This is an optimization exercise on Yosys and OpenROAD, whose aim is small area, a short achievable clock period and few clock cycles per item, not a production implementation.
The RTL was checked by simulation tests, not by an equivalence proof against the original design.
Power is estimated from default activity; no workload was simulated.

==> inputs of lagoon <==
==> flow/design.v (excerpt) <==
module mlp_coproc (
	input  logic        ACLK,
	input  logic        ARESETN,
	input  logic        s_axis_tvalid,
	input  logic [31:0] s_axis_tdata,
	output logic        s_axis_tready,
	output logic        m_axis_tvalid,
	output logic [31:0] m_axis_tdata,
	output logic        m_axis_tlast,
	input  logic        m_axis_tready
);
Settings: LEC_CHECK=0, ABC_CLOCK_PERIOD_IN_PS=3500, CAP_MARGIN=20, CORE_MARGIN=2, CORE_UTILIZATION=40, SETUP_SLACK_MARGIN=5, SLEW_MARGIN=20; clock period 11.0 ns.
run.sh (not shown) runs the stock make flow with config.mk's settings and CLKGATE_MAP_FILE= SYNTH_SCRIPT=/design/flow/synth_recipe.tcl, a recipe that flattens the netlist after the stock synthesis.
==> inputs of violet, as changes to lagoon <==
--- a/flow/design.v
+++ b/flow/design.v
@@ -28,16 +28,16 @@
 	output logic        m_axis_tvalid,
 	output logic [31:0] m_axis_tdata,
 	output logic        m_axis_tlast,
 	input  logic        m_axis_tready
 );
 	localparam int L   = in_words;
 	localparam int TAP = L - 3;
-	localparam int NQ = 8;
-	localparam logic [9*NQ-1:0] QV = {9'd408, 9'd350, 9'd292, 9'd233, 9'd175, 9'd117, 9'd58, 9'd0};
+	localparam int NQ = 4;
+	localparam logic [9*NQ-1:0] QV = {9'd350, 9'd233, 9'd117, 9'd0};
 	localparam logic [1:0] n_credits = 2'd3;
 	function automatic logic [8:0] inc_mod(input logic [8:0] v);
 		inc_mod = (v == 9'(L - 1)) ? 9'd0 : v + 9'd1;
 	endfunction
 	function automatic logic [7:0] sat_hi(input logic [acc_width-1:0] v);
 		sat_hi = (|v[acc_width-1:16]) ? 8'hff : v[15:8];
 	endfunction
@@ -181,44 +181,42 @@
 		p1h  <= a_now * bs1[7:4];
 		if (v2) begin
 			acc0 <= (f0_2 ? acc_width'(bmem[0]) : acc0) + acc_width'(p0l) + acc_width'({p0h, 4'd0});
 			acc1 <= (f0_2 ? acc_width'(bmem[1]) : acc1) + acc_width'(p1l) + acc_width'({p1h, 4'd0});
 		end
 	end
 	logic [7:0]  h0, h1;
-	logic [5:2]  st;
-	logic [7:0]  sat0;
+	logic [6:2]  st;
 	logic [7:0]  c_sel;
 	logic [3:0]  nib;
 	logic [11:0] prod;
 	logic [16:0] osum;
 	logic        yv;
 	logic [7:0]  y;
 	always_ff @(posedge ACLK) begin
 		if (!ARESETN) begin
 			st <= '0;
 			yv <= 1'b0;
 		end else begin
-			st <= {st[4:2], v3};
-			yv <= st[5];
+			st <= {st[5:2], v3};
+			yv <= st[6];
 		end
 	end
 	always_comb begin
-		sat0  = sat_hi(acc0);
-		c_sel = (v3 || st[2]) ? c1 : c2;
-		nib   = v3 ? sat0[3:0] : st[2] ? h0[7:4] : st[3] ? h1[3:0] : h1[7:4];
+		c_sel = (st[2] || st[3]) ? c1 : c2;
+		nib   = st[2] ? h0[3:0] : st[3] ? h0[7:4] : st[4] ? h1[3:0] : h1[7:4];
 	end
 	always_ff @(posedge ACLK) begin
 		if (v3) begin
-			h0 <= sat0;
+			h0 <= sat_hi(acc0);
 			h1 <= sat_hi(acc1);
 		end
 		prod <= c_sel * nib;
-		if (st[2] || st[3] || st[4] || st[5]) begin
-			osum <= (st[2] ? 17'(c0) : osum) + ((st[3] || st[5]) ? 17'({prod, 4'd0}) : 17'(prod));
+		if (st[3] || st[4] || st[5] || st[6]) begin
+			osum <= (st[3] ? 17'(c0) : osum) + ((st[4] || st[6]) ? 17'({prod, 4'd0}) : 17'(prod));
 		end
 	end
 	assign y = osum[16] ? 8'hff : osum[15:8];
 	logic       e0_v, e1_v, e2_v;
 	logic [8:0] e0, e1, e2;
 	logic [8:0] yl;
 	logic [5:0] rcnt;
==> flow/flow/run.sh (new file) <==
#!/bin/bash
set -euo pipefail
SETUP_MARGIN=7.2
bash standard.sh SETUP_SLACK_MARGIN=$SETUP_MARGIN "BUFFER_PORTS_ARGS=-buffer_cell sky130_fd_sc_hd__buf_4" finish > flow_standard.log 2>&1
==> flow/standard.sh (new file) <==
#!/bin/bash
# synth_recipe.tcl (not shown) runs the flow's synth.tcl, then flattens the netlist and writes it again
# the make line also repeats each setting of config.mk as NAME=value (left out here)
make -C /OpenROAD-flow-scripts/flow DESIGN_CONFIG=/design/flow/config.mk WORK_HOME=/design/flow/orfs CLKGATE_MAP_FILE= SYNTH_SCRIPT=/design/flow/synth_recipe.tcl "${@:-finish}"
- CTS_CLUSTER_DIAMETER: unset -> 80
- CTS_CLUSTER_SIZE: unset -> 25
- SETUP_SLACK_MARGIN: 5 -> unset
removed: flow/run.sh
==> inputs of zinc, as changes to lagoon <==
==> flow/design.v (replaced) <==
`timescale 1ns/1ps
package coproc_pkg;
	localparam int data_width = 8;
	localparam int axis_width = 32;
	localparam int a_rows   = 64;
	localparam int a_cols   = 7;
	localparam int b_words  = 16;
	localparam int c_words  = 3;
	localparam int n_hidden = 2;
	localparam int a_words   = a_rows * a_cols;
	localparam int in_words  = a_words + b_words + c_words;
	localparam int out_words = a_rows;
	localparam int a_addr_bits   = 9;
	localparam int b_addr_bits   = 4;
	localparam int c_addr_bits   = 2;
	localparam int res_addr_bits = 6;
	localparam int acc_width  = 19;
	localparam int frac_shift = 8;
endpackage
`timescale 1ns/1ps
import coproc_pkg::*;
module mlp_coproc (
	input  logic        ACLK,
	input  logic        ARESETN,
	input  logic        s_axis_tvalid,
	input  logic [31:0] s_axis_tdata,
	output logic        s_axis_tready,
	output logic        m_axis_tvalid,
	output logic [31:0] m_axis_tdata,
	output logic        m_axis_tlast,
	input  logic        m_axis_tready
);
	localparam int L   = in_words;
	localparam int TAP = L - 3;
	localparam int NQ = 2;
	localparam logic [9*NQ-1:0] QV = {9'd233, 9'd0};
	localparam logic [1:0] n_credits = 2'd3;
	function automatic logic [8:0] inc_mod(input logic [8:0] v);
		inc_mod = (v == 9'(L - 1)) ? 9'd0 : v + 9'd1;
	endfunction
	function automatic logic [7:0] sat_hi(input logic [acc_width-1:0] v);
		sat_hi = (|v[acc_width-1:16]) ? 8'hff : v[15:8];
	endfunction
	function automatic logic in_q(input logic [8:0] dd, input int k);
		in_q = 1'b0;
		for (int m = 0; m < NQ; m++) begin
			if (dd == 9'((int'(QV[9*m +: 9]) + L - k) % L)) begin
				in_q = 1'b1;
			end
		end
	endfunction
	logic       tready_q;
	logic       tready_n;
	logic       busy_q;
	logic       in_v;
	logic [7:0] din;
	logic [8:0] widx_l;
	logic [8:0] d_l;
	logic       accept;
	logic       rdy_acc;
	logic       rdy_idle;
	logic [8:0] ts;
	logic [8:0] cidx;
	logic [2:0] kk;
	logic       rd_full;
	logic [1:0] cred;
	logic       row_go;
	logic       consume;
	logic       take;
	logic       cdone;
	logic       abort;
	logic       v3;
	function automatic logic ready_for(input logic [8:0] w, input logic q_ok,
		input logic full, input logic [8:0] ci);
		if (w < 9'(a_words)) begin
			ready_for = q_ok && (!full || ci > w);
		end else begin
			ready_for = (w >= 9'(a_words + b_words)) || !full;
		end
	endfunction
	assign accept        = s_axis_tvalid & !busy_q;
	assign s_axis_tready = tready_q;
	assign tready_n      = accept ? rdy_acc : rdy_idle;
	logic [8:0] widx_1, widx_2;
	logic r_20, r_11, r_02;
	always_comb begin
		r_20     = ready_for(widx_2, in_q(d_l, 0), rd_full, cidx);
		r_11     = ready_for(widx_1, in_q(d_l, 1), rd_full, cidx);
		r_02     = ready_for(widx_l, in_q(d_l, 2), rd_full, cidx);
		rdy_acc  = in_v ? r_20 : r_11;
		rdy_idle = in_v ? r_11 : r_02;
	end
	always_ff @(posedge ACLK) begin
		if (!ARESETN) begin
			widx_l   <= 9'd0;
			widx_1   <= 9'd1;
			widx_2   <= 9'd2;
			d_l      <= 9'(L - 1);
			in_v     <= 1'b0;
			tready_q <= 1'b1;
			busy_q   <= 1'b0;
		end else begin
			if (in_v) begin
				widx_l <= widx_1;
				widx_1 <= widx_2;
				widx_2 <= inc_mod(widx_2);
			end else begin
				d_l <= inc_mod(d_l);
			end
			in_v     <= accept;
			tready_q <= tready_n;
			busy_q   <= !tready_n;
		end
		din <= s_axis_tdata[7:0];
	end
	logic is_a;
	assign is_a = (widx_l < 9'(a_words));
	logic [8*L-1:0] ring;
	always_ff @(posedge ACLK) begin
		ring <= {ring[8*(L-1)-1:0], ring[8*L-1 -: 8]};
		for (int m = 0; m < NQ; m++) begin
			if (in_v && is_a && d_l == QV[9*m +: 9]) begin
				ring[8*(QV[9*m +: 9] + 1) +: 8] <= din;
			end
		end
	end
	logic [7:0] bmem [0:b_words-1];
	logic [7:0] c0;
	logic [7:0] c1;
	logic [7:0] c2;
	always_ff @(posedge ACLK) begin
		for (int j = 0; j < b_words; j++) begin
			if (in_v && widx_l == 9'(a_words + j)) begin
				bmem[j] <= din;
			end
		end
		if (in_v && widx_l == 9'(a_words + b_words)) c0 <= din;
		if (in_v && widx_l == 9'(a_words + b_words + 1)) c1 <= din;
		if (in_v && widx_l == 9'(a_words + b_words + 2)) c2 <= din;
	end
	assign abort   = v3 && !cdone;
	assign row_go  = rd_full && (kk == 3'd0) && (ts == cidx) && (cred != 2'd0) && !abort;
	assign consume = ((kk != 3'd0) || row_go) && !abort;
	always_ff @(posedge ACLK) begin
		if (!ARESETN) begin
			ts      <= 9'd2;
			cidx    <= '0;
			kk      <= '0;
			rd_full <= 1'b0;
			cdone   <= 1'b0;
			cred    <= n_credits;
		end else begin
			ts <= inc_mod(ts);
			if (abort) begin
				kk   <= '0;
				cidx <= '0;
			end else if (consume) begin
				kk <= (kk == 3'd6) ? 3'd0 : kk + 3'd1;
				if (cidx == 9'(a_words - 1)) begin
					cidx    <= '0;
					rd_full <= 1'b0;
				end else begin
					cidx <= cidx + 9'd1;
				end
			end
			if (in_v && widx_l == 9'(a_words + b_words - 1)) begin
				rd_full <= 1'b1;
				cidx    <= '0;
				cdone   <= 1'b0;
			end
			if (in_v && widx_l == 9'(in_words - 1)) begin
				cdone <= 1'b1;
			end
			cred <= cred - 2'(row_go) + 2'(take) + (abort ? 2'd1 + 2'(kk != 3'd0) : 2'd0);
		end
	end
	logic        v1, f0_1, f6_1;
	logic        v2, f0_2, f6_2;
	logic [7:0]  bs0, bs1;
	logic [11:0] p0l, p0h, p1l, p1h;
	logic [acc_width-1:0] acc0, acc1;
	logic [7:0]  a_now;
	assign a_now = ring[8*(TAP + 1) +: 8];
	always_ff @(posedge ACLK) begin
		if (!ARESETN) begin
			v1 <= 1'b0;
			v2 <= 1'b0;
			v3 <= 1'b0;
		end else begin
			v1 <= consume;
			v2 <= v1;
			v3 <= v2 && f6_2;
		end
	end
	always_ff @(posedge ACLK) begin
		f0_1 <= (kk == 3'd0);
		f6_1 <= (kk == 3'd6);
		bs0  <= bmem[{kk + 3'd1, 1'b0}];
		bs1  <= bmem[{kk + 3'd1, 1'b1}];
		f0_2 <= f0_1;
		f6_2 <= f6_1;
		p0l  <= a_now * bs0[3:0];
		p0h  <= a_now * bs0[7:4];
		p1l  <= a_now * bs1[3:0];
		p1h  <= a_now * bs1[7:4];
		acc0 <= (f0_2 ? acc_width'(bmem[0]) : acc0) + acc_width'(p0l) + acc_width'({p0h, 4'd0});
		acc1 <= (f0_2 ? acc_width'(bmem[1]) : acc1) + acc_width'(p1l) + acc_width'({p1h, 4'd0});
	end
	logic [7:0]  h0, h1;
	logic [7:0]  sat0;
	logic [6:2]  st;
	logic [7:0]  opc;
	logic [3:0]  opn;
	logic [11:0] prod;
	logic [16:0] osum;
	logic        yv;
	logic [7:0]  y;
	assign sat0 = sat_hi(acc0);
	always_ff @(posedge ACLK) begin
		if (!ARESETN) begin
			st <= '0;
			yv <= 1'b0;
		end else begin
			st <= {st[5:2], v3 && cdone};
			yv <= st[6];
		end
	end
	always_ff @(posedge ACLK) begin
		if (v3) begin
			h0 <= sat0;
			h1 <= sat_hi(acc1);
		end
		opc  <= (v3 || st[2]) ? c1 : c2;
		opn  <= v3 ? sat0[3:0] : st[2] ? h0[7:4] : st[3] ? h1[3:0] : h1[7:4];
		prod <= opc * opn;
		osum <= (st[3] ? 17'(c0) : osum) + ((st[4] || st[6]) ? 17'({prod, 4'd0}) : 17'(prod));
	end
	assign y = osum[16] ? 8'hff : osum[15:8];
	logic       e0_v, e1_v, e2_v;
	logic [8:0] e1, e2;
	logic [8:0] yl;
	logic [5:0] rcnt;
	logic e0_e;
	logic e0_v_n;
	assign take = !e0_e && m_axis_tready;
	always_comb begin
		if (take) begin
			e0_v_n = e1_v || yv;
		end else begin
			e0_v_n = !e0_e || yv;
		end
	end
	assign yl = {rcnt == 6'd63, y};
	always_ff @(posedge ACLK) begin
		if (!ARESETN) begin
			e0_v <= 1'b0;
			e0_e <= 1'b1;
			e1_v <= 1'b0;
			e2_v <= 1'b0;
			rcnt <= '0;
		end else begin
			if (yv) begin
				rcnt <= rcnt + 6'd1;
			end
			e0_v <= e0_v_n;
			e0_e <= !e0_v_n;
			if (take) begin
				e1_v <= e2_v || (e1_v && yv);
				e2_v <= e2_v && yv;
			end else if (!e0_e && !e1_v) begin
				e1_v <= yv;
			end else if (e1_v && !e2_v) begin
				e2_v <= yv;
			end
		end
	end
	logic [8:0] e0_n;
	logic [8:0] e0_i;
	logic [8:0] od;
	always_comb begin
		if (take) begin
			e0_n = e1_v ? e1 : yl;
		end else if (e0_e) begin
			e0_n = yl;
		end else begin
			e0_n = ~e0_i;
		end
	end
	always_ff @(posedge ACLK) begin
		e0_i <= ~e0_n;
		od   <= e0_n;
		if (take) begin
			e1 <= e2_v ? e2 : yl;
			e2 <= yl;
		end else if (!e0_e && !e1_v) begin
			e1 <= yl;
		end else if (e1_v && !e2_v) begin
			e2 <= yl;
		end
	end
	assign m_axis_tvalid = e0_v;
	assign m_axis_tdata  = {24'd0, od[7:0]};
	assign m_axis_tlast  = od[8];
endmodule
==> flow/flow/run.sh (new file) <==
#!/bin/bash
set -euo pipefail
SETUP_MARGIN=7.6
bash standard.sh SETUP_SLACK_MARGIN=$SETUP_MARGIN "BUFFER_PORTS_ARGS=-buffer_cell sky130_fd_sc_hd__buf_4" finish > flow_standard.log 2>&1
==> flow/standard.sh (new file) <==
#!/bin/bash
# synth_recipe.tcl (not shown) runs the flow's synth.tcl, then flattens the netlist and writes it again
# the make line also repeats each setting of config.mk as NAME=value (left out here)
make -C /OpenROAD-flow-scripts/flow DESIGN_CONFIG=/design/flow/config.mk WORK_HOME=/design/flow/orfs CLKGATE_MAP_FILE= SYNTH_SCRIPT=/design/flow/synth_recipe.tcl "${@:-finish}"
- CORE_UTILIZATION: 40 -> 60
- CTS_CLUSTER_DIAMETER: unset -> 60
- CTS_CLUSTER_SIZE: unset -> 20
- SETUP_SLACK_MARGIN: 5 -> unset
removed: flow/run.sh
==> notes.md <==
zinc completed with no timing, DRC or antenna violations. lagoon finished with timing, DRC and antenna clean. violet ran to the end with no violations.
Combinational power, highest first: lagoon, violet, zinc.
Critical path depth: zinc is lower than violet (16).
The lowest global-route usage belongs to violet, the highest to zinc.
Core utilization: violet < lagoon < zinc.
Via count: lagoon > violet > zinc.
The lowest wire length belongs to zinc, the highest to lagoon.
Maximum frequency, highest first: zinc, violet, lagoon.
Power: violet < zinc < lagoon.
Against zinc, the count of clock-buffer cells in the layout of violet is lower by 59.
Of zinc and violet, violet has the higher design area (gap about 0.33%, measured against violet).
==> figures <==
| item | zinc | violet | lagoon |
|---|---|---|---|
| Worst stage delay on the critical path | 0.33 ns | 0.51 ns | 0.78 ns |
| Fraction of final layout cells with drive strength greater than 1 | 8.22% | 7.38% | 11.2% |
| Crit. End Element | output pin | register | register |
| Power density over the cells | 223 nW/um^2 | 216 nW/um^2 | 248 nW/um^2 |
| Maximum number of buffers from clock root to sink | 3 | 3 | 4 |
| Layout net count | 6,460 | 6,416 | 6,615 |
| Worst min-delay path endpoint | ring[3723] | ring[1401] | ring[740] |
| Aggregate global-route resource usage | 14.3% | 9.79% | 10.5% |
| Synthesized-area fraction occupied by ao, oa, aoi and oai cells | 2.36% | 2.37% | 2.29% |
| Data-path buffer share of cell area in the final layout | 0.548% | 0.530% | 0.322% |
| Source-to-sink clock delay at the later pin of the worst-skew pair | 0.85 ns | 0.87 ns | 0.93 ns |
| Met3 usage in global routing | 3.01% | 1.99% | 2.35% |
| Area of all placed cells without fillers | 108,000 sq um | 108,000 sq um | 115,000 sq um |
| Sw Share | 19.5% | 20.4% | 19.9% |
| Multiplexer fraction of the synthesized cell area | 1.13% | 1.21% | 1.59% |
| Final instance count without filler cells | 8,390 | 9,388 | 9,820 |
| Clock transition at the registers of the reported paths | 0.08 ns | 0.09 ns | 0.06 ns |
| Run status | no timing/DRC/antenna violations | no timing/DRC/antenna violations | no timing/DRC/antenna violations |
| Share of the final layout cell area in sequential cells | 79.1% | 78.7% | 74.1% |
| Inserted tap cell count | 2,175 | 3,220 | 3,220 |
| Area Overhead vs Synth | 10.0% | 10.2% | 16.4% |
| Pint | 19.4 mW | 18.6 mW | 22.8 mW |
Testbench counts of lagoon, summed over its fixed seeds: cycles 18,584, frames 32.
Testbench counts of violet, summed over its fixed seeds: cycles 18,592, frames 32.
Testbench counts of zinc, summed over its fixed seeds: cycles 18,592, frames 32.

static timing again, ports no longer ideal:
No port has a modelled driver above. Below, the same layouts with a new extraction and two added sets of constraints. Step 1 (the two cells are an assumption about what drives the block):
set clk [get_ports {ACLK}]
set_driving_cell -lib_cell sky130_fd_sc_hd__clkbuf_16 $clk
set_driving_cell -lib_cell sky130_fd_sc_hd__buf_2 [delete_from_list [all_inputs] $clk]
Step 2 moves the port delays by t, midway between the first and last clock arrival at a register: inputs arrive t later, outputs are due t later. That takes back most of the time a late clock gives input paths. Slacks: ideal ports / drivers / drivers and shift; pairs: ideal ports / drivers.
| run | t (ns) | setup WS [ns] | hold WS [ns] | pins driven straight from the clock port |
|---|---|---|---|---|
| lagoon | 0.977 | 6.227 / 6.227 / 6.227 | 0.273 / 0.273 / 0.273 | 1 |
| violet | 0.931 | 7.093 / 7.093 / 6.927 | 0.288 / 0.288 / 0.288 | 1 |
| zinc | 0.898 | 7.521 / 7.449 / 7.276 | 0.298 / 0.298 / 0.298 | 1 |
After both steps every run listed still meets setup and hold. The setup slack of zinc, which loses most, moves by -0.072 ns with the drivers and by -0.245 ns with both steps.
